From an optimization exercise on the open Yosys and OpenROAD flow, aimed at small area; shortcuts taken in it are not production practice. The RTL was checked by simulation tests, not by an equivalence proof against the original design. Power and IR drop assume default switching activity.

==> design/flow/design.v <==
package ww_pkg;
	localparam int WORD_W = 16;
	localparam int ADDR_W = 11;
	localparam int MEM_WORDS = 32;
	localparam int FF_WORDS = 5;	 
endpackage
`timescale 1ns/1ps
module ww_storage (
	input logic clk,
	input logic reset,
	input logic [4:0] sel,	 
	input logic we,	 
	input logic [1:0] wd,
	input logic last,	 
	output logic [1:0] rd	 
);
	logic [63:0] heads;
	logic [4:0] valid;
	logic rd_ok;
	for (genvar w = 0; w < 5; w++) begin : g_ff
		logic [15:0] q;
		logic v;
		always_ff @(posedge clk) begin
			q <= {(we && sel == 5'(w)) ? wd : q[1:0], q[15:2]};
		end
		always_ff @(posedge clk or negedge reset) begin
			if (!reset) begin
				v <= 1'b0;
			end else if (we && sel == 5'(w) && last) begin
				v <= 1'b1;
			end
		end
		assign heads[2*w +: 2] = q[1:0];
		assign valid[w] = v;
	end
	for (genvar w = 5; w < 32; w++) begin : g_tg
		logic [15:0] q;
		always_ff @(posedge clk) begin
			q <= {(we && reset && sel == 5'(w)) ? wd : q[1:0], q[15:2]};
		end
		assign heads[2*w +: 2] = q[1:0];
	end
	assign rd_ok = (sel >= 5'd5) || valid[sel[2:0]];
	assign rd = heads[2*sel +: 2] & {2{rd_ok}};
endmodule
`timescale 1ns/1ps
module ww_top (
	input logic clk,
	input logic reset,
	input logic psel,
	input logic penable,
	input logic pwrite,
	input logic [7:0] paddr,
	input logic [15:0] pwdata,
	output logic [15:0] prdata,
	output logic pready,
	output logic pslverr
);
	localparam logic [2:0] S_IDLE = 3'd0;
	localparam logic [2:0] S_ALIGN = 3'd1;	 
	localparam logic [2:0] S_FETCH = 3'd2;
	localparam logic [2:0] S_EXEC = 3'd3;
	localparam logic [2:0] S_CLEAN = 3'd4;	 
	localparam logic [2:0] S_PAD = 3'd5;	 
	logic [2:0] phi;	 
	logic [2:0] phi_n;
	logic [2:0] state;
	logic [2:0] pad_phi;	 
	logic running;
	logic alarm;
	logic [10:0] pc;
	logic [10:0] ctrl;	 
	logic [15:0] ir;	 
	logic [15:0] ac;	 
	logic acv;	 
	logic [1:0] ach;	 
	logic started;	 
	logic pinc;	 
	logic acsign;	 
	logic car;
	logic icar;
	logic ones;
	logic busy;	 
	logic fetch;
	logic exec;
	logic last;
	logic first;
	assign phi_n = phi + 3'd1;
	always_ff @(posedge clk) begin
		phi <= phi_n;
	end
	assign running = state != S_IDLE;
	assign fetch = state == S_FETCH;
	assign exec = state == S_EXEC;
	assign first = phi == 3'd0;
	assign last = phi == 3'd7;
	logic access;
	logic is_mem;
	logic is_ctrl;
	logic is_stat;
	logic is_ac;
	logic is_pc;
	logic is_ro;
	logic err;
	logic need_wait;
	logic stream;
	logic start;
	logic done;
	logic stop;
	assign access = psel && penable;
	assign is_mem = paddr[7] && (paddr[1:0] == 2'b00);
	assign is_ctrl = paddr == 8'h00;
	assign is_stat = paddr == 8'h04;
	assign is_ac = paddr == 8'h08;
	assign is_pc = paddr == 8'h0C;
	assign is_ro = is_stat || is_ac || is_pc;
	assign err = !(is_mem || is_ctrl || is_ro) ||
		(pwrite && is_ro) ||
		(pwrite && running && (is_ctrl || is_mem));
	assign need_wait = !running && !err && (is_mem || (is_ac && !pwrite) || (is_ctrl && pwrite));
	assign done = busy && (phi == pad_phi);
	assign pready = !need_wait || done;
	assign pslverr = access && err;
	assign stream = access && need_wait;
	assign start = stream && pwrite && is_ctrl && done;
	always_ff @(posedge clk) begin
		busy <= access;
	end
	always_comb begin
		if (paddr[7]) begin
			prdata = ir;
		end else begin
			case (paddr[3:2])
				2'd0: prdata = {5'b0, ctrl & {11{started}}};
				2'd1: prdata = {14'b0, alarm, running};
				2'd2: prdata = ir;
				default: prdata = {5'b0, pc & {11{started}}};
			endcase
		end
	end
	logic [10:0] maddr;
	logic in_range;
	logic [4:0] sel;
	logic [1:0] head;
	logic [1:0] rd;
	logic mem_we;
	logic [1:0] wd;
	logic m_we;
	logic [1:0] m_wd;
	assign maddr = fetch ? pc : ir[10:0];
	assign in_range = !running || (fetch ? (&pc[10:5]) : (&ir[10:5]));
	assign sel = running ? maddr[4:0] : paddr[6:2];
	assign rd = in_range ? head : 2'b00;
	assign m_we = exec && !ir[15] && in_range && (ir[4:0] < 5'd5);
	assign m_wd[0] = (ir[11] && phi >= 3'd6) ? rd[0] : ach[0];
	assign m_wd[1] = (ir[11] && phi >= 3'd5) ? rd[1] : ach[1];
	assign mem_we = m_we || (stream && pwrite && paddr[7]);
	assign wd = running ? m_wd : pwdata[2*phi +: 2];
	ww_storage u_storage (
		.clk(clk),
		.reset(reset),
		.sel(sel),
		.we(mem_we),
		.wd(wd),
		.last(last),
		.rd(head)
	);
	logic ir_cap;
	logic [1:0] ir_src;
	assign ir_cap = fetch || (stream && !(pwrite && paddr[7]));
	assign ir_src = (running || paddr[7]) ? rd : (pwrite ? wd : ach);
	for (genvar d = 0; d < 8; d++) begin : g_ir
		always_ff @(posedge clk) begin
			if (ir_cap && phi == 3'(d)) begin
				ir[2*d +: 2] <= ir_src;
			end
		end
	end
	logic [4:0] opf;
	logic f_exec;
	logic f_jump;
	logic f_go;
	assign opf = {rd, ir[13:11]};
	assign f_exec = (opf[4:2] == 3'b100) || (opf[4:1] == 4'b0100);
	assign f_jump = (opf[4:1] == 4'b0111) && (opf[0] || acsign);
	assign f_go = f_exec || (opf[4:1] == 4'b0111);
	logic norm;
	logic ic;
	logic [1:0] ac_t;
	logic ic_n;
	logic [1:0] b;
	logic [2:0] s;
	logic arith;
	logic is_add;
	logic res15;
	logic ovf;
	logic [1:0] ac_in;
	assign ach = ac[1:0] & {2{acv}};
	assign norm = fetch || (state == S_CLEAN);
	assign ic = first ? pinc : icar;
	assign ac_t[0] = ach[0] ^ ic;
	assign ac_t[1] = ach[1] ^ (ach[0] & ic);
	assign ic_n = ach[1] & ach[0] & ic;
	assign arith = ir[15];
	assign is_add = ir[12];
	assign b = rd ^ {2{ir[11]}};	 
	assign s = {1'b0, ach} + {1'b0, b} + {2'b0, !first && car};
	assign res15 = s[1] ^ (s[2] && ones && s[0]);
	assign ovf = (ach[1] == b[1]) && (res15 != ach[1]);
	always_comb begin
		if (exec && arith) begin
			ac_in = is_add ? s[1:0] : b;
		end else if (norm) begin
			ac_in = ac_t;
		end else begin
			ac_in = ac[1:0];
		end
	end
	always_ff @(posedge clk) begin
		car <= s[2];
		icar <= ic_n;
		ones <= (first || ones) && s[0] && s[1];
	end
	always_ff @(posedge clk) begin
		ac <= {ac_in, ac[15:2]};
	end
	always_ff @(posedge clk or negedge reset) begin
		if (!reset) begin
			acv <= 1'b0;
			pinc <= 1'b0;
			acsign <= 1'b0;
		end else begin
			if (last && exec && arith) begin
				acv <= 1'b1;
			end
			if (last && (norm || exec)) begin
				pinc <= exec && arith && is_add && s[2];
			end
			if (last && exec && arith) begin
				acsign <= is_add ? res15 : b[1];
			end
		end
	end
	assign stop = (state == S_PAD) && (phi == pad_phi);
	always_ff @(posedge clk) begin
		if (start || stop || (!running && !access)) begin
			pad_phi <= phi_n;
		end
		if (start) begin
			ctrl <= pwdata[10:0];
		end
		if (start || (fetch && last)) begin
			pc <= (start || f_jump) ? ir[10:0] : pc + 11'd1;
		end
	end
	always_ff @(posedge clk or negedge reset) begin
		if (!reset) begin
			state <= S_IDLE;
			alarm <= 1'b0;
			started <= 1'b0;
		end else begin
			case (state)
				S_IDLE: begin
					if (start) begin
						state <= S_ALIGN;
						alarm <= 1'b0;
						started <= 1'b1;
					end
				end
				S_ALIGN: begin
					if (last) begin
						state <= S_FETCH;
					end
				end
				S_FETCH: begin
					if (last) begin
						state <= f_exec ? S_EXEC : (f_go ? S_FETCH : S_PAD);
					end
				end
				S_EXEC: begin
					if (last) begin
						if (arith && is_add && ovf) begin
							alarm <= 1'b1;
							state <= S_CLEAN;
						end else begin
							state <= S_FETCH;
						end
					end
				end
				S_CLEAN: begin
					if (last) begin
						state <= S_PAD;
					end
				end
				default: begin
					if (stop) begin
						state <= S_IDLE;
					end
				end
			endcase
		end
	end
endmodule
==> design/flow/flow/run.sh <==
#!/bin/bash
# Layout flow: the standard ORFS flow (standard.sh) with these changes:
#  - ORFS's scripts are copied to ./scripts and its ABC mapping script
#    (abc_speed.script) is replaced by flow/abc.script, an area-oriented
#    mapping; everything else in synthesis (registers, flattening, renaming
#    via synth_recipe.tcl) is unchanged;
#  - port buffers use the smallest buffer cell instead of the default choice;
#  - clock tree synthesis clusters sinks into smaller groups driven by
#    clkbuf_8 cells and inserts no dummy loads.
# make's full output goes to flow_make.log here; ORFS's per-step logs are
# under orfs/logs/.
set -euo pipefail
rm -rf scripts
cp -r "$FLOW_HOME/scripts" scripts
cp flow/abc.script scripts/abc_speed.script
CTS="-sink_clustering_enable -repair_clock_nets -dont_use_dummy_load"
CTS="$CTS -buf_list sky130_fd_sc_hd__clkbuf_8"
CTS="$CTS -sink_clustering_size 20 -sink_clustering_max_diameter 50"
bash standard.sh \
	"SCRIPTS_DIR=$PWD/scripts" \
	"BUFFER_PORTS_ARGS=-buffer_cell sky130_fd_sc_hd__buf_1" \
	"CTS_ARGS=$CTS" \
	finish > flow_make.log 2>&1
==> design/flow/flow/abc.script <==
strash
&get -n
&fraig -x
&put
dc2
strash
dch -f
amap -F 4 -A 10 -E 0.01
==> design/flow/standard.sh <==
#!/bin/bash
# synth_recipe.tcl (not shown) runs the flow's synth.tcl, then flattens the netlist and writes it again
# the make line also repeats each setting of config.mk as NAME=value (left out here)
make -C /OpenROAD-flow-scripts/flow DESIGN_CONFIG=/design/flow/config.mk WORK_HOME=/design/flow/orfs CLKGATE_MAP_FILE= SYNTH_SCRIPT=/design/flow/synth_recipe.tcl "${@:-finish}"
==> design/flow/config.mk <==
export PLATFORM = sky130hd
export DESIGN_NAME = ww_top
export DESIGN_NICKNAME = ww_top
export VERILOG_FILES = /design/flow/design.v
export SDC_FILE = /design/flow/constraint.sdc
export NUM_CORES = 4
export LEC_CHECK = 0
export CAP_MARGIN = 20
export CORE_MARGIN = 2
export CORE_UTILIZATION = 65
export SLEW_MARGIN = 20
==> design/flow/constraint.sdc <==
create_clock -name core_clock -period 9.0 [get_ports {clk}]
set_input_delay 1.8000 -clock core_clock [delete_from_list [all_inputs] [get_ports {clk}]]
set_output_delay 1.8000 -clock core_clock [all_outputs]
set_load 0.01 [all_outputs]
==> results of run 1 <==
==> logic make-up after synthesis <==
logic type / share of synthesized area (%)
fa+ha+maj: 1.333
compound gates: 9.453
simple gates: 6.903
flops: 80.66
xor+xnor: 0.1728
buf+inv: 1.481
==> cell usage after synthesis, types with 3 or more instances <==
cell / count
dfxtp_1: 535
o21ai_0: 81
nand2_1: 80
o22ai_1: 75
nor2_1: 62
clkinv_1: 60
edfxtp_1: 41
or3_1: 33
nor3_1: 15
dfrtp_1: 13
ha_1: 13
a22oi_1: 11
or2_0: 11
nor4_1: 10
a21oi_1: 9
o221ai_1: 7
o21bai_1: 6
o2bb2ai_1: 6
nor2b_1: 5
o211ai_1: 5
o22a_1: 5
a2bb2oi_1: 4
a31oi_1: 4
and3_1: 3
nand3_1: 3
o21a_1: 3
o31ai_1: 3
xor2_1: 3
==> state kept, by name (all words and copies together), names as in the netlist, 3 cells and up <==
register,count
state,3
ctrl,11
phi,3
u_storage.g_tg.q,432
u_storage.g_ff.q,80
pad_phi,3
ir,16
u_storage.g_ff.v,5
ac,16
pc,11
==> critical path, cell delays in order, from the launching register on <==
cell and delay [ps]:
dfrtp_1 430, nor2_1 210, clkinv_1 110, nor2_1 600, clkinv_1 540, o22ai_1 340, clkinv_1 120, nand2_1 680
o22ai_1 160, nor2_1 140, nor2_1 50, nor4_1 380, o221ai_1 320, clkinv_1 130, o22ai_1 120, fa_1 450
fa_1 490, clkinv_1 110, a2bb2oi_1 290, xor2_1 110, nor4_1 270, nand2_1 120, o21a_1 120, o21ai_0 130
==> final timing paths <==
kind / to / slack [ps] / depth (start not counted)
setup / recovery: state[2] / 2420 / 23
hold / removal: u_storage.g_ff[2].q[8] / 240 / 0
max in group asynchronous: u_storage.g_ff[2].v / 7570 / 2
setup reg to reg: state[2] / 2420 / 23
min in group asynchronous: u_storage.g_ff[0].v / 1140 / 2
hold reg to reg: u_storage.g_ff[2].q[8] / 240 / 0
==> layout make-up <==
cell class              count  area share, %
clock buffers              40          3.358
inverters                  60          1.374
multi-input cells         475          16.63
flip-flops and latches    589          74.83
well taps                 313          2.389
repair buffers             54          1.420
==> layer usage <==
metal  GRT usage, %  up-vias  share of wire (%)
li1               -     4047                  -
met3          3.607       55                5.2
met1          32.48     3905                 47
met4          7.339        0                2.4
met5              0        -                  0
met2          35.57      246                 46
==> through the flow <==
step	setup slack (ps)	cells	area (um^2)	hold WS, ps
2_1_floorplan	3212	1124	15210	309.6
3_3_place_gp	2542	1490	15830	309.5
3_5_place_dp	2379	1490	15830	312.1
4_1_cts	2487	1530	16380	236.4
5_1_grt	1755	1531	16390	241.4
6_report	2421	1531	16390	241.4
==> power by group <==
part           switching [mW]  total [mW]  internal (mW)
registers           0.0000299        2.63           2.63
logic                  0.0173      0.0257        0.00841
clock network           0.716        1.12          0.401
total                   0.734        3.78           3.04
==> flow_summary_export.csv, run 1 <==
group,metric,value,unit
routing,drt_iter0_drc,621,
synthesis,synth_top_area_cell,"dfxtp_1",
routing,drt_first_pass_iters,5,
routing,remaining_drc_errors,0,
critical_path,critPathArrivalTime,7010,ps
synthesis,synth_cell_types,41,
place,gp_congestion,0.9592,
cts,clock_sinks,589,
power_and_ir_drop,leakagePower,6.109,nW
die,die_w,157.0,um
synthesis,synthTopCellsByArea,"dfxtp_1 (70%), edfxtp_1 (8.1%), o22ai_1 (3.1%), o21ai_0 (2.7%), dfrtp_1 (2.1%)",
final_layout,final_common_cell,"dfxtp_1",
cts,root_buffer,"clkbuf_8",
die,fp-row-count,55,
worst_hold_path,hold_class,"register to register",
global_routing,grt_max_degree,34,
sta,final_hold_viol_count,0,
run,cap_violations,0,
cts,clk_pin_slew,120,ps
final_layout,finalNetCount,1264,
place,io_buffer_count,46,
die,core,22780,um^2
sta,final.setup.tns,0,ps
power_and_ir_drop,ir_drop,0.0001778,V
cts,clock_path_buffers,3,
global_routing,grt-ovfl-total,0,
synthesis,postSynthCellCount,1124,
final_layout,final_cell_mix,"dfxtp_1 (535), o21ai_0 (81), nand2_1 (80), o22ai_1 (74), nor2_1 (62)",
critical_path,crit_path_start,"state[1]",
final_layout,fillers,1532,
power_and_ir_drop,power,3.775,mW
synthesis,syn_area,15210,um^2
sta,min_period_over_period,73.09,%
synthesis,ys_seq_elements,589,
global_routing,grt_pass1_vias,7969,
final_layout,syn_to_final_growth,7.791,%
cts,numCtsBuffers,40,
final_layout,insertedDiodeCount,0,
die,die_h,157.0,um
sta,relSlewSlack,25.84,%
sta,fmax,0.1520,GHz
routing,wirelength,27.51,mm
sta,worstMarginPinSlew,1101,ps
cts,htreeDepth,2,
final_layout,regArea,12270,um^2
critical_path,regToRegStartpoint,"state[1]",
synthesis,ys_warn_count,2,
cts,cts_hold_buf,0,
die,io_pins,47,
critical_path,cp-start-kind,"register",
routing,vias_per_cell,5.391,
sta,fin_skew,92.84,ps
final_layout,multi_input_area,2726,um^2
outcome,status,"no timing/DRC/antenna violations",
die,dieArea,24640,um^2
sta,drv_slew,0,
synthesis,synth-edff-count,41,
synthesis,seq_area_frac_synth,80.66,%
worst_hold_path,hold_start,"u_storage.g_ff[2].q[10]",
sta,rsz0062_at_grt,"no",
critical_path,required,9430,ps
synthesis,synth.avg_cell_area,13.53,um^2
synthesis,synthFlopType,"dfxtp_1",
global_routing,track_usage,22.60,%
synthesis,synthArstFlopShare,2.207,%
routing,detail-route-antenna-nets,0,
cts,cts_tree,"built",
synthesis,synth_top_cell_area_share,70.42,%
final_layout,utilization,71.97,%
die,start_util,66.77,%
cts,clock_latency,590,ps
place,dpl.hpwl,18.42,mm
global_routing,grt_pass1_wl,42.45,mm
sta,final-setup-viol-count,0,
routing,route.vias.total,8253,
routing,wl_per_cell,17.97,um
critical_path,cp-end-kind,"register",
cts,cts_setup_buffers,0,
global_routing,antenna_found_initial,0,
power_and_ir_drop,powerDensity,230.3,nW/um^2
sta,min_period,6579,ps
synthesis,synth.net_count,1168,
critical_path,cp_max_fo,25,
critical_path,critical_path_class,"register to register",
final_layout,layout-drive-gt1-share,4.105,%
cts,postCtsResizedCells,0,
==> run 2: changes to the inputs <==
--- a/design/flow/design.v
+++ b/design/flow/design.v
@@ -74,9 +74,5 @@
 	logic [15:0] ac;	 
-	logic acv;	 
 	logic [1:0] ach;	 
 	logic started;	 
-	logic pinc;	 
-	logic acsign;	 
 	logic car;
-	logic icar;
 	logic ones;
@@ -133,3 +129,3 @@
 			case (paddr[3:2])
-				2'd0: prdata = {5'b0, ctrl & {11{started}}};
+				2'd0: prdata = {5'b0, ctrl & {11{started || running}}};
 				2'd1: prdata = {14'b0, alarm, running};
@@ -184,3 +180,3 @@
 	assign f_exec = (opf[4:2] == 3'b100) || (opf[4:1] == 4'b0100);
-	assign f_jump = (opf[4:1] == 4'b0111) && (opf[0] || acsign);
+	assign f_jump = (opf[4:1] == 4'b0111) && (opf[0] || ac_t[1]);
 	assign f_go = f_exec || (opf[4:1] == 4'b0111);
@@ -197,5 +193,5 @@
 	logic [1:0] ac_in;
-	assign ach = ac[1:0] & {2{acv}};
+	assign ach = ac[1:0] & {2{started}};
 	assign norm = fetch || (state == S_CLEAN);
-	assign ic = first ? pinc : icar;
+	assign ic = car;
 	assign ac_t[0] = ach[0] ^ ic;
@@ -206,3 +202,3 @@
 	assign b = rd ^ {2{ir[11]}};	 
-	assign s = {1'b0, ach} + {1'b0, b} + {2'b0, !first && car};
+	assign s = {1'b0, ach} + {1'b0, b} + {2'b0, !first && car};	 
 	assign res15 = s[1] ^ (s[2] && ones && s[0]);
@@ -219,4 +215,9 @@
 	always_ff @(posedge clk) begin
-		car <= s[2];
-		icar <= ic_n;
+		if (norm) begin
+			car <= ic_n;	 
+		end else if (exec && arith && is_add) begin
+			car <= s[2];
+		end else begin
+			car <= 1'b0;
+		end
 		ones <= (first || ones) && s[0] && s[1];
@@ -225,19 +226,2 @@
 		ac <= {ac_in, ac[15:2]};
-	end
-	always_ff @(posedge clk or negedge reset) begin
-		if (!reset) begin
-			acv <= 1'b0;
-			pinc <= 1'b0;
-			acsign <= 1'b0;
-		end else begin
-			if (last && exec && arith) begin
-				acv <= 1'b1;
-			end
-			if (last && (norm || exec)) begin
-				pinc <= exec && arith && is_add && s[2];
-			end
-			if (last && exec && arith) begin
-				acsign <= is_add ? res15 : b[1];
-			end
-		end
 	end
@@ -266,12 +250,12 @@
 						alarm <= 1'b0;
+					end
+				end
+				S_ALIGN: begin
+					if (last) begin
+						state <= S_FETCH;
+					end
+				end
+				S_FETCH: begin
+					if (last) begin
 						started <= 1'b1;
-					end
-				end
-				S_ALIGN: begin
-					if (last) begin
-						state <= S_FETCH;
-					end
-				end
-				S_FETCH: begin
-					if (last) begin
 						state <= f_exec ? S_EXEC : (f_go ? S_FETCH : S_PAD);
==> flow_summary_export.csv, run 2 <==
group,metric,value,unit
routing,drt-met1-wl,13.55,mm
sta,relSlewSlack,35.98,%
synthesis,synth_most_common_cell,"dfxtp_1",
routing,remaining_drc_errors,0,
critical_path,worst_path_most_repeated_cell,"clkinv_1",
sta,final.setup.tns,0,ps
cts,postCtsResizedCells,0,
global_routing,grt_pass1_wl,42.73,mm
die,die_w,156.0,um
final_layout,multi_input_area,2608,um^2
synthesis,seq_area_frac_synth,81.10,%
routing,wl_per_cell,18.54,um
worst_hold_path,hold_class,"register to register",
run,cap_violations,0,
synthesis,synth_cell_types,42,
global_routing,grt_pass1_vias,7876,
synthesis,synth.avg_cell_area,13.48,um^2
place,io_buffer_count,46,
die,start_util,66.29,%
critical_path,path_cells,"clkinv_1, nand3_1, clkinv_1, o22a_1, o22ai_1, clkinv_1, nand2_1, o22a_1, o221ai_1, a222oi_1, a31oi_1, nor2b_1, clkinv_1, o22ai_1, fa_1, fa_1, clkinv_1, o22ai_1, a2111oi_0, o21ai_0, a211oi_1, o21ai_0, o21a_1",
routing,top_layer_used,"met4",
sta,worstMarginPinSlew,950.2,ps
die,die_h,156.0,um
final_layout,syn_to_final_growth,7.528,%
synthesis,syn_area,15010,um^2
critical_path,cp-start-kind,"register",
critical_path,critPathArrivalTime,7390,ps
global_routing,grt_max_degree,33,
cts,clock_path_buffers,3,
routing,wl_met3,1.625,mm
routing,met2_length,11.81,mm
final_layout,utilization,71.28,%
synthesis,ys_seq_elements,585,
critical_path,cpPeakStageDelay,640,ps
cts,clock_sinks,585,
final_layout,reg_top3,"u_storage.g_tg.q: 432 flops, u_storage.g_ff.q: 80 flops",
cts,clock_latency,570,ps
synthesis,synth_top_area_cell,"dfxtp_1",
final_layout,finalNetCount,1248,
place,gp_congestion,0.8780,
synthesis,ys_warn_count,2,
die,io_pins,47,
synthesis,postSynthCellCount,1113,
power_and_ir_drop,powerDensity,231.0,nW/um^2
routing,drt_iter0_drc,626,
synthesis,synth_top_cells_by_count,"dfxtp_1 (534), nor2_1 (144), a21oi_1 (69)",
synthesis,synth_top_cell_area_share,71.23,%
final_layout,top_register,"u_storage.g_tg.q",
global_routing,antenna_found_initial,0,
sta,rsz0062_at_grt,"no",
final_layout,final_area,16140,um^2
cts,numCtsBuffers,39,
sta,min_period_over_period,77.30,%
synthesis,synth-edff-count,41,
die,core,22640,um^2
place,post_dp_cell_area,15600,um^2
final_layout,final_common_cell,"dfxtp_1",
global_routing,track_usage,23.17,%
power_and_ir_drop,leakagePower,6.123,nW
power_and_ir_drop,ir_drop,0.0001867,V
critical_path,timing.critical_path.buf_inv,5,
sta,final-setup-viol-count,0,
routing,drt_first_pass_iters,6,
sta,fin_skew,90.86,ps
final_layout,fillers,1547,
global_routing,grt-ovfl-total,0,
final_layout,layout-drive-gt1-share,3.980,%
cts,clk_pin_slew,110,ps
outcome,status,"no timing/DRC/antenna violations",
cts,cts_tree,"built",
critical_path,required,9430,ps
final_layout,largest_reg_flops,432,
critical_path,crit_family,"compound AO/OA/AOI/OAI gates",
critical_path,cp-end-kind,"register",
routing,detail-route-antenna-nets,0,
synthesis,synthFlopType,"dfxtp_1",
critical_path,slowest_stage,"nand2_1",
synthesis,synth.net_count,1153,
final_layout,regArea,12170,um^2
sta,fmax,0.1437,GHz
routing,vias_per_cell,5.493,
critical_path,cp_max_fo,20,
critical_path,critical_path_class,"register to register",
die,dieArea,24320,um^2
sta,min_period,6957,ps
routing,route.vias.total,8190,
routing,wirelength,27.64,mm
cts,cts_hold_buf,0,
sta,final_hold_viol_count,0,
cts,root_buffer,"clkbuf_8",
sta,drv_slew,0,
synthesis,synthArstFlopShare,1.709,%
synthesis,synthTopCellsByArea,"dfxtp_1 (71%), edfxtp_1 (8.2%), nor2_1 (3.6%), o22ai_1 (2.7%), a21oi_1 (2.3%)",
final_layout,insertedDiodeCount,0,
final_layout,final_cell_mix,"dfxtp_1 (534), nor2_1 (144), a21oi_1 (69), o22ai_1 (64), clkinv_1 (62)",
cts,htreeDepth,2,
place,dpl.hpwl,19.19,mm
cts,cts_setup_buffers,0,
die,fp-row-count,55,
-- run 2: cell types whose count changed in the layout (fill, tap and decap cells not counted), moves of 6 or more --
| cell | change |
|---|---|
| nor2_1 | +82 |
| nor3_1 | +12 |
| or3_1 | -32 |
| o21bai_1 | -6 |
| o21ai_0 | -66 |
| nand2_1 | -66 |
| nand3_1 | +14 |
| a21oi_1 | +61 |
| a32oi_1 | +11 |
| o22ai_1 | -10 |
-- run 2: logic make-up (layout without fill, tap and decap cells) --
logic type	after synthesis	count (layout)	share of synthesized area, %
buffers and inverters	62	155	1.551
flip-flops	585	585	81.10
adder cells (fa/ha/maj)	11	11	1.017
AO/OA/AOI/OAI	225	225	9.696
XOR/XNOR	2	2	0.1167
AND/OR/NAND/NOR	228	228	6.519
-- run 2: layout make-up --
cell class,instances,share of cell area [%]
sequential,585,75.42
multi-input combinational,466,16.16
clock buffer,39,3.326
tap,285,2.210
timing repair buffer,54,1.442
inverter,62,1.442
-- run 2: per-stage QoR --
stage | setup slack (ps) | instances | power (mW) | hold WS, ps
finish | 2043 | 1491 | 3.727 | 264.8
global route | 1319 | 1491 | 3.845 | 268.9
CTS | 2154 | 1491 | 3.755 | 264.7
detailed placement | 1627 | 1452 | 2.697 | 312.1
global placement | 1963 | 1452 | 2.697 | 309.5
floorplan | 2919 | 1113 | 2.683 | 309.6
-- run 2: path summary, 6_finish.rpt --
| kind | from | to | slack (ps) | cells past startpoint |
|---|---|---|---|---|
| max | state[2] | state[1] | 2040 | 23 |
| min | u_storage.g_ff[2].q[3] | u_storage.g_ff[2].q[1] | 260 | 0 |
| max reg2reg | state[2] | state[1] | 2040 | 23 |
| min reg2reg | u_storage.g_ff[2].q[3] | u_storage.g_ff[2].q[1] | 260 | 0 |
| max in group asynchronous | reset | started | 7250 | 1 |
| min in group asynchronous | reset | u_storage.g_ff[2].v | 1270 | 1 |
-- run 2: layer usage --
layer  vias up  GRT usage [%]
li1       4013              -
met3        54          4.389
met1      3835          34.57
met4         0          6.946
met2       288          34.87
met5         -              0
-- run 2: power breakdown --
part	switching, mW	internal [mW]
combinational	0.0158	0.00795
sequential	0.0000515	2.61
clock	0.698	0.392
total	0.714	3.01
-- run 2: worst reg2reg max path, delay by kind of cell (launching register included) --
kind | cells | cell delay [ps]
buffers and inverters | 5 | 1220
adders and majority gates | 2 | 690
AOI/OAI and AO/OA | 13 | 3130
and+or+nand+nor | 3 | 1410
DFF | 1 | 380
==> run 3: changes to the inputs <==
--- a/design/flow/design.v
+++ b/design/flow/design.v
@@ -58,8 +58,10 @@
 );
-	localparam logic [2:0] S_IDLE = 3'd0;
-	localparam logic [2:0] S_ALIGN = 3'd1;	 
-	localparam logic [2:0] S_FETCH = 3'd2;
-	localparam logic [2:0] S_EXEC = 3'd3;
-	localparam logic [2:0] S_CLEAN = 3'd4;	 
-	localparam logic [2:0] S_PAD = 3'd5;	 
+	localparam logic [2:0] S_IDLE = 3'b000;
+	localparam logic [2:0] S_IDLE_A = 3'b001;	 
+	localparam logic [2:0] S_ALIGN = 3'b010;	 
+	localparam logic [2:0] S_PAD = 3'b011;	 
+	localparam logic [2:0] S_FETCH = 3'b100;
+	localparam logic [2:0] S_EXEC = 3'b101;
+	localparam logic [2:0] S_CLEAN = 3'b110;	 
+	localparam logic [2:0] S_PAD_A = 3'b111;	 
 	logic [2:0] phi;	 
@@ -87,3 +89,4 @@
 	end
-	assign running = state != S_IDLE;
+	assign running = state[2:1] != 2'b00;
+	assign alarm = !running && state[0];	 
 	assign fetch = state == S_FETCH;
@@ -227,3 +230,3 @@
 	end
-	assign stop = (state == S_PAD) && (phi == pad_phi);
+	assign stop = ((state == S_PAD) || (state == S_PAD_A)) && (phi == pad_phi);
 	always_ff @(posedge clk) begin
@@ -242,3 +245,2 @@
 			state <= S_IDLE;
-			alarm <= 1'b0;
 			started <= 1'b0;
@@ -246,6 +248,5 @@
 			case (state)
-				S_IDLE: begin
+				S_IDLE, S_IDLE_A: begin
 					if (start) begin
 						state <= S_ALIGN;
-						alarm <= 1'b0;
 					end
@@ -266,3 +267,2 @@
 						if (arith && is_add && ovf) begin
-							alarm <= 1'b1;
 							state <= S_CLEAN;
@@ -275,3 +275,3 @@
 					if (last) begin
-						state <= S_PAD;
+						state <= S_PAD_A;
 					end
@@ -280,3 +280,3 @@
 					if (stop) begin
-						state <= S_IDLE;
+						state <= {2'b00, state[2]};	 
 					end
--- a/design/flow/config.mk
+++ b/design/flow/config.mk
@@ -7,5 +7,5 @@
 export LEC_CHECK = 0
-export CAP_MARGIN = 20
+export CAP_MARGIN = 5
 export CORE_MARGIN = 2
 export CORE_UTILIZATION = 65
-export SLEW_MARGIN = 20
+export SLEW_MARGIN = 5
==> flow_summary_export.csv, run 3 <==
group,metric,value,unit
outcome,status,"no timing/DRC/antenna violations",
cts,clock_sinks,584,
sta,worstMarginPinSlew,1177,ps
global_routing,grt_max_degree,34,
sta,final_hold_viol_count,0,
run,cap_violations,0,
critical_path,cp_max_fo,23,
synthesis,synth_most_common_cell,"dfxtp_1",
routing,remaining_drc_errors,0,
critical_path,timing.critical_path.buf_inv,5,
final_layout,reg_top3,"u_storage.g_tg.q: 432 flops, u_storage.g_ff.q: 80 flops",
final_layout,final_area,16080,um^2
cts,cts_setup_buffers,0,
power_and_ir_drop,ir_drop,0.0002021,V
power_and_ir_drop,powerDensity,308.2,nW/um^2
power_and_ir_drop,power,4.957,mW
power_and_ir_drop,switching_share,30.29,%
sta,min_period_over_period,70.15,%
final_layout,layout-drive-gt1-share,4.010,%
final_layout,largest_reg_flops,432,
routing,drt_iter0_drc,493,
synthesis,synth-edff-count,41,
sta,min_period,6313,ps
sta,final-setup-viol-count,0,
synthesis,synthFlopType,"dfxtp_1",
synthesis,synth_top_family_by_area,"compound AO/OA/AOI/OAI gates",
die,die_h,155.6,um
synthesis,synthTopCellsByArea,"dfxtp_1 (72%), edfxtp_1 (8.2%), o22ai_1 (2.8%), nor2_1 (2.7%), clkinv_1 (1.5%)",
sta,rsz0062_at_grt,"no",
synthesis,synthXorXnorAreaFrac,0.05860,%
final_layout,insertedDiodeCount,0,
global_routing,antenna_found_initial,0,
final_layout,utilization,71.24,%
critical_path,slowest_stage,"nor2_1",
cts,root_buffer,"clkbuf_8",
die,dieArea,24220,um^2
cts,cts_tree,"built",
synthesis,synthSimpleGateAreaFrac,6.572,%
sta,fin_skew,100.8,ps
sta,drv_slew,0,
cts,clock_latency,580,ps
die,start_util,66.21,%
final_layout,multi_input_area,2584,um^2
die,io_pins,47,
synthesis,synth_cell_types,40,
power_and_ir_drop,pwr-share-clk,22.2,%
final_layout,top_register,"u_storage.g_tg.q",
synthesis,seq_area_frac_synth,81.27,%
power_and_ir_drop,combPwrFrac,21.5,%
synthesis,synth.net_count,1145,
die,fp-row-count,55,
routing,wl_per_cell,17.54,um
final_layout,syn_to_final_growth,7.593,%
synthesis,synth_top_cells_by_count,"dfxtp_1 (534), nor2_1 (108), o22ai_1 (68)",
cts,cts_hold_buf,0,
global_routing,grt-ovfl-total,0,
critical_path,path_cells,"buf_1, clkinv_1, o22ai_1, clkinv_1, nand2_1, o22ai_1, nor2_1, nor2_1, nor4_1, o221ai_1, clkinv_1, nor4_1, o21a_1, nor2_1, clkinv_1, o22a_1",
global_routing,grt_pass1_wl,40.93,mm
critical_path,cp-end-kind,"register",
cts,htreeDepth,2,
synthesis,synth_adder_area_share,1.021,%
synthesis,synth_top_area_cell,"dfxtp_1",
critical_path,cpPeakStageDelay,720,ps
cts,postCtsResizedCells,0,
routing,route.vias.total,7985,
sta,final.setup.tns,0,ps
critical_path,crit_family,"simple AND/OR/NAND/NOR gates",
global_routing,track_usage,21.97,%
final_layout,fillers,1581,
final_layout,finalNetCount,1239,
place,dp.cells,1442,
final_layout,stdcell_count,1482,
routing,vias_per_cell,5.388,
power_and_ir_drop,pwr-share-seq,56.3,%
synthesis,synthArstFlopShare,1.541,%
synthesis,ys_seq_elements,584,
final_layout,regArea,12150,um^2
critical_path,critical_path_class,"input port to register",
sta,hold_slack,274.3,ps
cts,clk_pin_slew,110,ps
cts,numCtsBuffers,40,
synthesis,synth_compound_area_share,9.569,%
power_and_ir_drop,power.net_switching,1.501,mW
critical_path,worst_path_most_repeated_cell,"clkinv_1",
global_routing,grt_pass1_vias,7698,
sta,fmax,0.1584,GHz
synthesis,synth_mux_area_share,0,%
synthesis,syn_area,14950,um^2
critical_path,critPathArrivalTime,6540,ps
synthesis,postSynthCellCount,1105,
power_and_ir_drop,intPower,3.455,mW
synthesis,ys_warn_count,2,
place,post_dp_cell_area,15530,um^2
synthesis,synth.avg_cell_area,13.53,um^2
cts,clock_path_buffers,3,
synthesis,synth_top_cell_area_share,71.53,%
place,io_buffer_count,46,
routing,detail-route-antenna-nets,0,
place,dp_worst_setup_slack,2313,ps
die,die_w,155.6,um
sta,timing.final.ws_setup,2687,ps
routing,wirelength,26.00,mm
critical_path,cp-start-kind,"input port",
worst_hold_path,hold_class,"register to register",
sta,relSlewSlack,20.70,%
critical_path,required,9230,ps
final_layout,final_common_cell,"dfxtp_1",
die,core,22570,um^2
place,dpl.hpwl,17.61,mm
power_and_ir_drop,leakagePower,6.085,nW
final_layout,final_cell_mix,"dfxtp_1 (534), nor2_1 (108), o22ai_1 (67), clkinv_1 (60), buf_1 (46)",
routing,drt_first_pass_iters,4,
place,gp_congestion,0.9328,
==> run 3: cell types whose count changed in the layout (fill, tap and decap cells not counted), sizes merged, moves of 4 or more <==
cell	before	now
or3	1	15
o22ai	64	68
nor2	144	108
nand3	17	13
o21ai	15	37
nand2	14	44
a21oi	69	44
==> run 3: cell families (layout without fill, tap and decap cells) <==
| group | after synthesis | count (layout) |
|---|---|---|
| fa+ha+maj | 11 | 11 |
| buf+inv | 60 | 152 |
| flops | 584 | 584 |
| compound gates | 223 | 223 |
| simple gates | 226 | 226 |
| xor+xnor | 1 | 1 |
==> run 3: worst paths after layout <==
kind	startpoint	endpoint	slack [ps]	depth (start not counted)
max	paddr[3]	pc[3]	2690	16
min	u_storage.g_ff[1].q[6]	u_storage.g_ff[1].q[4]	270	0
max reg2reg	state[2]	pc[3]	3320	18
min reg2reg	u_storage.g_ff[1].q[6]	u_storage.g_ff[1].q[4]	270	0
max in group asynchronous	reset	started	7230	1
min in group asynchronous	reset	u_storage.g_ff[3].v	1230	1
==> run 3: cell type report <==
| cell class | count | share of cell area [%] |
|---|---|---|
| Clock buffer | 40 | 3.424 |
| Multi-Input combinational cell | 461 | 16.07 |
| Timing Repair Buffer | 52 | 1.354 |
| Inverter | 60 | 1.401 |
| Sequential cell | 584 | 75.54 |
| Tap cell | 285 | 2.218 |
==> run 3: power by group through the flow <==
stage               Sequential [mW]  Clock (mW)  Combinational (mW)
floorplan                      2.83           0               0.714
global placement               2.85           0                1.02
detailed placement             2.85           0                1.04
CTS                            2.79        1.14                1.05
global route                   2.80        1.22                1.16
finish                         2.79        1.10                1.07
==> run 3: layer usage <==
layer	global-route usage (%)	routed length, um	part of all wire, %
met5	0	0	0
met4	8.257	839	3.2
met3	3.861	1238	4.8
met2	33.52	11310	44
met1	31.85	12610	48
==> run 4: changes to the inputs <==
--- a/design/flow/config.mk
+++ b/design/flow/config.mk
@@ -7,5 +7,5 @@
 export LEC_CHECK = 0
-export CAP_MARGIN = 5
+export CAP_MARGIN = 20
 export CORE_MARGIN = 2
-export CORE_UTILIZATION = 65
-export SLEW_MARGIN = 5
+export CORE_UTILIZATION = 60
+export SLEW_MARGIN = 20
==> flow_summary_export.csv, run 4 <==
group,metric,value,unit
synthesis,synthArstFlopShare,1.541,%
die,fp-row-count,57,
power_and_ir_drop,ir_drop,0.0002185,V
cts,cts_setup_buffers,0,
sta,drv_slew,0,
global_routing,antenna_found_initial,0,
synthesis,synthFlopType,"dfxtp_1",
critical_path,r2r_slack,3080,ps
routing,wirelength,26.45,mm
final_layout,layout-drive-gt1-share,4.010,%
synthesis,synth.net_count,1145,
cts,postCtsResizedCells,0,
critical_path,critPathArrivalTime,6680,ps
final_layout,utilization,66.13,%
run,cap_violations,0,
routing,detail-route-antenna-nets,0,
routing,drt_first_pass_iters,5,
power_and_ir_drop,powerDensity,307.4,nW/um^2
synthesis,synth_cell_types,40,
sta,relSlewSlack,38.20,%
global_routing,grt-ovfl-total,0,
routing,route.vias.total,8133,
critical_path,cpPeakStageDelay,690,ps
critical_path,crit_family,"simple AND/OR/NAND/NOR gates",
routing,remaining_drc_errors,0,
synthesis,synth_most_common_cell,"dfxtp_1",
cts,clock_sinks,584,
sta,min_period,6427,ps
synthesis,ys_warn_count,2,
synthesis,synth_top_area_cell,"dfxtp_1",
critical_path,slowest_stage,"nand2_1",
cts,cts_hold_buf,0,
critical_path,regToRegStartpoint,"state[2]",
final_layout,insertedDiodeCount,0,
die,start_util,61.28,%
final_layout,stdcell_count,1521,
global_routing,track_usage,20.57,%
synthesis,synth.avg_cell_area,13.53,um^2
synthesis,seq_area_frac_synth,81.27,%
power_and_ir_drop,power,4.958,mW
routing,wl_met3,1.168,mm
final_layout,top_register,"u_storage.g_tg.q",
critical_path,required,9260,ps
synthesis,ys_seq_elements,584,
place,io_buffer_count,46,
cts,clock_path_buffers,3,
sta,min_period_over_period,71.41,%
sta,worstMarginPinSlew,917.3,ps
critical_path,cp_num_cells,16,
outcome,status,"no timing/DRC/antenna violations",
place,dp.cells,1481,
cts,numCtsBuffers,40,
die,die_h,161.8,um
cts,clk_pin_slew,100,ps
synthesis,synth_top_cell_area_share,71.53,%
sta,hold_slack,303.7,ps
synthesis,synth-edff-count,41,
critical_path,critical_path_class,"input port to register",
global_routing,grt_max_degree,34,
routing,met2_length,11.65,mm
routing,vias_per_cell,5.347,
cts,cts_tree,"built",
critical_path,cp-start-kind,"input port",
routing,drt_iter0_drc,661,
global_routing,grt_pass1_wl,41.75,mm
sta,final-setup-viol-count,0,
place,gp_congestion,0.9417,
cts,clock_latency,570,ps
global_routing,grt_pass1_vias,7937,
place,dpl.hpwl,18.02,mm
final_layout,finalNetCount,1239,
routing,top_layer_used,"met4",
critical_path,crit_end,"pc[5]",
power_and_ir_drop,leakagePower,6.085,nW
sta,final.setup.tns,0,ps
final_layout,largest_reg_flops,432,
sta,final_hold_viol_count,0,
cts,htreeDepth,2,
synthesis,synth_top_cells_by_count,"dfxtp_1 (534), nor2_1 (108), o22ai_1 (68)",
die,core,24390,um^2
synthesis,postSynthCellCount,1105,
worst_hold_path,hold_class,"register to register",
die,dieArea,26190,um^2
final_layout,syn_to_final_growth,7.920,%
critical_path,timing.critical_path.buf_inv,5,
critical_path,crit_path_start,"paddr[3]",
die,io_pins,47,
final_layout,reg_top3,"u_storage.g_tg.q: 432 flops, u_storage.g_ff.q: 80 flops",
critical_path,r2r_end,"pc[5]",
sta,fmax,0.1556,GHz
final_layout,final_cell_mix,"dfxtp_1 (534), nor2_1 (108), o22ai_1 (67), clkinv_1 (60), buf_1 (46)",
synthesis,synthTopCellsByArea,"dfxtp_1 (72%), edfxtp_1 (8.2%), o22ai_1 (2.8%), nor2_1 (2.7%), clkinv_1 (1.5%)",
critical_path,cp_max_fo,23,
routing,wl_per_cell,17.39,um
cts,root_buffer,"clkbuf_8",
synthesis,syn_area,14950,um^2
critical_path,path_cells,"buf_1, clkinv_1, o22ai_1, clkinv_1, nand2_1, o22ai_1, nor2_1, nor2_1, nor4_1, o221ai_1, clkinv_1, nor4_1, o21a_1, nor2_1, clkinv_1, o22a_1",
final_layout,final_common_cell,"dfxtp_1",
sta,fin_skew,79.17,ps
sta,rsz0062_at_grt,"no",
critical_path,worst_path_most_repeated_cell,"clkinv_1",
die,die_w,161.8,um
critical_path,rr_worst_depth,18,
routing,drt-met1-wl,12.85,mm
critical_path,cp-end-kind,"register",
==> run 4: through the flow <==
stage                     instance area (um^2)  worst slack [ps]
after floorplan                          14950              3247
after global placement                   15580              2433
after detailed placement                 15580              2283
after CTS                                16130              2817
after global routing                     16130              2237
final                                    16130              2573
==> run 4: worst min-delay path by stage <==
stage,end,slack [ps],start,depth (start not counted)
after detailed placement,u_storage.g_tg[26].q[1],310,u_storage.g_tg[26].q[3],0
after global routing,u_storage.g_tg[20].q[0],310,u_storage.g_tg[20].q[2],0
final,u_storage.g_tg[23].q[3],300,u_storage.g_tg[23].q[5],0
after CTS,u_storage.g_tg[23].q[3],310,u_storage.g_tg[23].q[5],0
after floorplan,ac[0],310,ac[2],0
after global placement,u_storage.g_tg[11].q[3],310,u_storage.g_tg[11].q[5],0
==> run 4: cell type report <==
type / instances / area (um^2)
flip-flops and latches: 584 / 12150
fillers: 1831 / 8262
multi-input cells: 461 / 2584
clock buffers: 40 / 550.5
well taps: 324 / 405.4
inverters: 60 / 225.2
repair buffers: 52 / 217.7
==> run 4: logic make-up after synthesis <==
group / share of synthesized area [%]
AO/OA/AOI/OAI: 9.569
XOR/XNOR: 0.05861
adder cells (fa/ha/maj): 1.021
buffers and inverters: 1.507
flip-flops: 81.27
AND/OR/NAND/NOR: 6.572
==> run 4: power breakdown <==
part | switching, mW | internal (mW) | leakage (nW) | total, mW
clock network | 0.691 | 0.401 | 0.288 | 1.09
logic | 0.756 | 0.321 | 1.00 | 1.08
registers | 0.0578 | 2.73 | 4.80 | 2.79
total | 1.50 | 3.45 | 6.08 | 4.96
==> run 4: layer usage <==
metal / vias up / global-route usage (%)
met5: - / 0
met4: 0 / 7.160
met3: 61 / 3.243
met2: 228 / 32.21
met1: 3870 / 29.50
li1: 3974 / -
==> run 5: changes to the inputs <==
--- a/design/flow/config.mk
+++ b/design/flow/config.mk
@@ -9,3 +9,3 @@
 export CORE_MARGIN = 2
-export CORE_UTILIZATION = 60
+export CORE_UTILIZATION = 72
 export SLEW_MARGIN = 20
==> flow_summary_export.csv, run 5 <==
group,metric,value,unit
outcome,status,"no timing/DRC/antenna violations",
synthesis,postSynthCellCount,1105,
sta,fin_skew,116.3,ps
routing,wirelength,30.59,mm
sta,final.setup.tns,0,ps
final_layout,finalNetCount,1238,
final_layout,top_register,"u_storage.g_tg.q",
synthesis,synth_top_area_cell,"dfxtp_1",
final_layout,final_common_cell,"dfxtp_1",
place,dpl.hpwl,19.83,mm
place,gp_congestion,0.9055,
synthesis,synthFlopType,"dfxtp_1",
sta,relSlewSlack,32.88,%
sta,drv_slew,0,
sta,min_period_over_period,70.19,%
synthesis,ys_warn_count,2,
die,fp-row-count,52,
cts,postCtsResizedCells,0,
cts,cts_tree,"built",
final_layout,reg_top3,"u_storage.g_tg.q: 432 flops, u_storage.g_ff.q: 80 flops",
routing,detail-route-antenna-nets,0,
die,start_util,73.63,%
place,post_dp_cell_area,15510,um^2
critical_path,required,9500,ps
synthesis,synth_top_cell_area_share,71.53,%
power_and_ir_drop,ir_drop,0.0002024,V
final_layout,final_area,16050,um^2
sta,final-setup-viol-count,0,
worst_hold_path,hold_class,"register to register",
die,dieArea,21930,um^2
synthesis,synth.net_count,1145,
synthesis,synth_most_common_cell,"dfxtp_1",
sta,hold_slack,245.1,ps
global_routing,grt_max_degree,34,
die,die_w,148.1,um
synthesis,synthTopCellsByArea,"dfxtp_1 (72%), edfxtp_1 (8.2%), o22ai_1 (2.8%), nor2_1 (2.7%), clkinv_1 (1.5%)",
routing,route.vias.total,8453,
critical_path,r2r_slack,2980,ps
routing,vias_per_cell,5.766,
synthesis,syn_area,14950,um^2
sta,min_period,6317,ps
sta,rsz0062_at_grt,"no",
global_routing,grt_pass1_wl,47.77,mm
cts,root_buffer,"clkbuf_8",
final_layout,utilization,79.06,%
routing,remaining_drc_errors,0,
routing,drt_iter0_drc,779,
critical_path,r2r_end,"pc[8]",
final_layout,final_cell_mix,"dfxtp_1 (534), nor2_1 (108), o22ai_1 (67), clkinv_1 (60), buf_1 (46)",
critical_path,crit_end,"state[1]",
critical_path,critPathArrivalTime,6820,ps
place,dp.cells,1427,
cts,clk_pin_slew,110,ps
critical_path,slowest_stage,"nand2_1",
die,core,20300,um^2
critical_path,cp-end-kind,"register",
synthesis,synth-edff-count,41,
power_and_ir_drop,powerDensity,313.4,nW/um^2
synthesis,seq_area_frac_synth,81.27,%
die,io_pins,47,
synthesis,synth_top_cells_by_count,"dfxtp_1 (534), nor2_1 (108), o22ai_1 (68)",
final_layout,largest_reg_flops,432,
cts,clock_path_buffers,3,
place,io_buffer_count,46,
critical_path,rr_worst_depth,17,
critical_path,regToRegStartpoint,"state[1]",
critical_path,critical_path_class,"input port to register",
global_routing,grt-ovfl-total,0,
routing,drt_first_pass_iters,5,
cts,htreeDepth,2,
synthesis,synth_cell_types,40,
critical_path,cp_max_fo,23,
cts,clock_latency,600,ps
power_and_ir_drop,leakagePower,6.077,nW
cts,numCtsBuffers,39,
synthesis,synthArstFlopShare,1.541,%
global_routing,track_usage,28.58,%
critical_path,crit_path_start,"paddr[3]",
routing,wl_per_cell,20.87,um
sta,worstMarginPinSlew,996.3,ps
final_layout,layout-drive-gt1-share,3.930,%
synthesis,ys_seq_elements,584,
die,die_h,148.1,um
global_routing,grt_pass1_vias,8648,
critical_path,path_cells,"buf_1, clkinv_1, o22ai_1, clkinv_1, nand2_1, o22ai_1, nor2_1, o22ai_1, nor3_1, o221ai_1, clkinv_1, o22ai_1, fa_1, fa_1, clkinv_1, o2bb2ai_1, a211oi_1, o21ai_0, nand2_1, nor3_1, a21oi_1",
final_layout,insertedDiodeCount,0,
critical_path,cpPeakStageDelay,720,ps
cts,clock_sinks,584,
sta,final_hold_viol_count,0,
cts,cts_hold_buf,0,
run,cap_violations,0,
critical_path,cp-start-kind,"input port",
cts,cts_setup_buffers,0,
final_layout,syn_to_final_growth,7.376,%
synthesis,synth.avg_cell_area,13.53,um^2
sta,fmax,0.1583,GHz
global_routing,antenna_found_initial,0,
final_layout,stdcell_count,1466,
-- run 5: cell counts after synthesis --
Identical to the previous run, type by type.
-- run 5: layout make-up --
class,instances,area [um^2]
clock buffer,39,536.8
tap,270,337.8
timing repair buffer,52,217.7
fill,1124,4252
inverter,60,225.2
sequential,584,12150
multi-input combinational,461,2584
-- run 5: cell families after synthesis --
logic type | Yosys count | synth area share (%)
AOI/OAI and AO/OA | 223 | 9.569
xor gates and xnor gates | 1 | 0.05861
adders and majority gates | 11 | 1.021
buffers and inverters | 60 | 1.507
DFF | 584 | 81.27
and+or+nand+nor | 226 | 6.572
-- run 5: worst min path at each step --
stage | from | endpoint | slack, ps | cells after the start
after global routing | u_storage.g_ff[4].q[14] | u_storage.g_ff[4].q[12] | 240 | 0
after CTS | u_storage.g_ff[4].q[14] | u_storage.g_ff[4].q[12] | 230 | 0
after detailed placement | u_storage.g_tg[10].q[8] | u_storage.g_tg[10].q[6] | 310 | 0
after global placement | u_storage.g_tg[29].q[4] | u_storage.g_tg[29].q[2] | 310 | 0
after floorplan | ac[2] | ac[0] | 310 | 0
final | u_storage.g_ff[4].q[14] | u_storage.g_ff[4].q[12] | 250 | 0
-- run 5: worst max-delay path: cells and delay by family --
kind | cells | cell delay (ps)
buffers and inverters | 5 | 870
AOI/OAI and AO/OA | 9 | 1760
and+or+nand+nor | 5 | 1410
adders and majority gates | 2 | 930
-- run 5: routing by layer --
layer  share of wire [%]  GRT usage [%]  up-vias
met4                 3.3          11.24        0
met5                   0              0        -
met2                  48          47.13      359
met1                  42          38.81     4037
li1                    -              -     3970
met3                 6.5          4.294       87
-- run 5: metrics by stage --
stage               power, mW  worst slack [ps]
finish                  5.029              2683
global route            5.238              2286
CTS                     5.016              2850
detailed placement      3.924              2243
global placement        3.849              2529
floorplan               3.540              3247
-- run 5: power by group --
| part | internal (mW) | switching (mW) | leakage [nW] |
|---|---|---|---|
| clock | 0.392 | 0.725 | 0.280 |
| sequential | 2.73 | 0.0633 | 4.80 |
| combinational | 0.322 | 0.795 | 1.00 |
==> run 6: changes to the inputs <==
--- a/design/flow/config.mk
+++ b/design/flow/config.mk
@@ -9,3 +9,3 @@
 export CORE_MARGIN = 2
-export CORE_UTILIZATION = 72
+export CORE_UTILIZATION = 65
 export SLEW_MARGIN = 20
==> flow_summary_export.csv, run 6 <==
group,metric,value,unit
critical_path,cp_max_fo,23,
worst_hold_path,hold_class,"register to register",
cts,postCtsResizedCells,0,
power_and_ir_drop,power,4.956,mW
die,core,22570,um^2
synthesis,postSynthCellCount,1105,
final_layout,stdcell_count,1482,
routing,drt_iter0_drc,488,
final_layout,top_register,"u_storage.g_tg.q",
sta,fmax,0.1582,GHz
die,io_pins,47,
sta,final_hold_viol_count,0,
place,dp.cells,1442,
power_and_ir_drop,power.net_switching,1.501,mW
cts,numCtsBuffers,40,
power_and_ir_drop,pwr-share-seq,56.3,%
synthesis,synthTopCellsByArea,"dfxtp_1 (72%), edfxtp_1 (8.2%), o22ai_1 (2.8%), nor2_1 (2.7%), clkinv_1 (1.5%)",
final_layout,final_cell_mix,"dfxtp_1 (534), nor2_1 (108), o22ai_1 (67), clkinv_1 (60), buf_1 (46)",
synthesis,seq_area_frac_synth,81.27,%
cts,cts_hold_buf,0,
sta,final.setup.tns,0,ps
synthesis,synth.avg_cell_area,13.53,um^2
final_layout,reg_top3,"u_storage.g_tg.q: 432 flops, u_storage.g_ff.q: 80 flops",
critical_path,rr_worst_depth,18,
final_layout,syn_to_final_growth,7.593,%
power_and_ir_drop,powerDensity,308.2,nW/um^2
routing,route.vias.total,7985,
sta,drv_slew,0,
power_and_ir_drop,switching_share,30.29,%
final_layout,insertedDiodeCount,0,
synthesis,ys_seq_elements,584,
synthesis,synth_top_cells_by_count,"dfxtp_1 (534), nor2_1 (108), o22ai_1 (68)",
outcome,status,"no timing/DRC/antenna violations",
synthesis,synthArstFlopShare,1.541,%
final_layout,final_area,16080,um^2
routing,wirelength,25.98,mm
critical_path,critical_path_class,"input port to register",
cts,clock_sinks,584,
synthesis,synth_cell_types,40,
power_and_ir_drop,combPwrFrac,21.5,%
global_routing,grt_pass1_vias,7698,
power_and_ir_drop,leakagePower,6.085,nW
synthesis,synth_top_area_cell,"dfxtp_1",
synthesis,syn_area,14950,um^2
critical_path,cp-end-kind,"register",
final_layout,largest_reg_flops,432,
routing,detail-route-antenna-nets,0,
critical_path,cp-start-kind,"input port",
critical_path,r2r_slack,3320,ps
cts,htreeDepth,2,
routing,drt_first_pass_iters,5,
place,dpl.hpwl,17.61,mm
power_and_ir_drop,intPower,3.455,mW
place,post_dp_cell_area,15530,um^2
sta,rsz0062_at_grt,"no",
sta,min_period_over_period,70.22,%
final_layout,final_common_cell,"dfxtp_1",
die,die_h,155.6,um
sta,fin_skew,100.2,ps
final_layout,layout-drive-gt1-share,4.010,%
global_routing,track_usage,21.97,%
global_routing,grt_pass1_wl,40.93,mm
die,start_util,66.21,%
sta,min_period,6320,ps
sta,relSlewSlack,35.73,%
synthesis,synthFlopType,"dfxtp_1",
cts,clk_pin_slew,110,ps
critical_path,regToRegStartpoint,"state[2]",
routing,vias_per_cell,5.388,
global_routing,grt_max_degree,34,
die,dieArea,24220,um^2
synthesis,synth-edff-count,41,
critical_path,crit_path_start,"paddr[3]",
synthesis,synth_top_cell_area_share,71.53,%
cts,cts_tree,"built",
critical_path,r2r_end,"pc[3]",
final_layout,fillers,1581,
die,die_w,155.6,um
critical_path,crit_end,"pc[3]",
synthesis,synth.net_count,1145,
global_routing,grt-ovfl-total,0,
synthesis,ys_warn_count,2,
final_layout,utilization,71.24,%
sta,worstMarginPinSlew,960.5,ps
sta,final-setup-viol-count,0,
cts,clock_latency,580,ps
power_and_ir_drop,ir_drop,0.0002019,V
final_layout,finalNetCount,1239,
routing,wl_per_cell,17.53,um
cts,cts_setup_buffers,0,
run,cap_violations,0,
place,gp_congestion,0.9328,
critical_path,required,9230,ps
critical_path,critPathArrivalTime,6550,ps
place,io_buffer_count,46,
synthesis,synth_most_common_cell,"dfxtp_1",
die,fp-row-count,55,
cts,clock_path_buffers,3,
cts,root_buffer,"clkbuf_8",
power_and_ir_drop,pwr-share-clk,22.2,%
global_routing,antenna_found_initial,0,
routing,remaining_drc_errors,0,
run 6: cell types whose count changed in the layout (fill, tap and decap cells not counted), sizes merged:
| cell | delta |
|---|---|
| clkbuf | +1 |
run 6: critical path: stages:
cell	delay [ps]
buf_1	190
clkinv_1	220
o22ai_1	330
clkinv_1	210
nand2_1	670
o22ai_1	160
nor2_1	150
nor2_1	50
nor4_1	460
o221ai_1	320
clkinv_1	150
nor4_1	80
o21a_1	150
nor2_1	720
clkinv_1	540
o22a_1	330
run 6: cell families (layout without fill, tap and decap cells):
logic type,after synthesis,count (layout),share of synthesized area (%)
and+or+nand+nor,226,226,6.572
adders and majority gates,11,11,1.021
xor gates and xnor gates,1,1,0.05861
DFF,584,584,81.27
AOI/OAI and AO/OA,223,223,9.569
buffers and inverters,60,152,1.507
run 6: worst min path at each step:
stage | cells after the start | from | slack, ps | to
6_report | 0 | u_storage.g_ff[1].q[6] | 280 | u_storage.g_ff[1].q[4]
5_1_grt | 0 | ac[10] | 270 | ac[8]
4_1_cts | 0 | ac[10] | 270 | ac[8]
3_5_place_dp | 0 | ac[13] | 310 | ac[11]
3_3_place_gp | 0 | u_storage.g_tg[12].q[13] | 310 | u_storage.g_tg[12].q[11]
2_1_floorplan | 0 | ac[2] | 310 | ac[0]
run 6: layout make-up:
type / count / area (um^2) / area share, %
Sequential cell: 584 / 12150 / 75.54
Multi-Input combinational cell: 461 / 2584 / 16.07
Clock buffer: 40 / 550.5 / 3.424
Tap cell: 285 / 356.6 / 2.218
Inverter: 60 / 225.2 / 1.401
Timing Repair Buffer: 52 / 217.7 / 1.354
run 6: through the flow:
step           worst slack, ps  hold slack [ps]
2_1_floorplan             3247            309.6
3_3_place_gp              2553            309.5
3_5_place_dp              2313            312.1
4_1_cts                   2838            265.8
5_1_grt                   2283            267.9
6_report                  2680            276.4
run 6: metal layers:
metal | GRT usage (%) | part of all wire, % | wire length, um
met5 | 0 | 0 | 0
met4 | 8.257 | 3.2 | 839
met3 | 3.861 | 4.6 | 1204
met2 | 33.52 | 44 | 11320
met1 | 31.85 | 49 | 12620
run 6: power by group through the flow:
stage          registers (mW)  clock network [mW]  logic, mW
2_1_floorplan            2.83                   0      0.714
3_3_place_gp             2.85                   0       1.02
3_5_place_dp             2.85                   0       1.04
4_1_cts                  2.79                1.14       1.05
5_1_grt                  2.80                1.22       1.16
6_report                 2.79                1.10       1.07

[separate check: timing with driven ports]
In the flow no input, the clock included, has a driving cell. The finished layouts below were timed again as built, in two steps. Step 1 (the two cells are an assumption about what drives the block):
set clk [get_ports {clk}]
set_driving_cell -lib_cell sky130_fd_sc_hd__clkbuf_16 $clk
set_driving_cell -lib_cell sky130_fd_sc_hd__buf_2 [delete_from_list [all_inputs] $clk]
Step 2 moves the port delays by t, midway between the first and last clock arrival at a register: inputs arrive t later, outputs are due t later. That takes back most of the time a late clock gives input paths. a / b / c = no drivers / after step 1 / after step 2; a / b = the first two.
run	t, ns	slack for setup (ns)	worst setup path at the end
run 1	0.583	2.421 / 2.421 / 2.325	input to register
run 2	0.576	2.043 / 2.043 / 1.512	input to register
run 3	0.572	2.687 / 2.702 / 2.131	input to register
run 4	0.571	2.573 / 2.593 / 2.023	input to register
run 5	0.593	2.683 / 2.708 / 2.115	input to register
run 6	0.571	2.680 / 2.695 / 2.124	input to register
After both steps setup and hold are still met in every run listed. For run 5, which loses most, drivers alone change the setup slack by +0.025 ns; drivers and shift together by -0.568 ns.
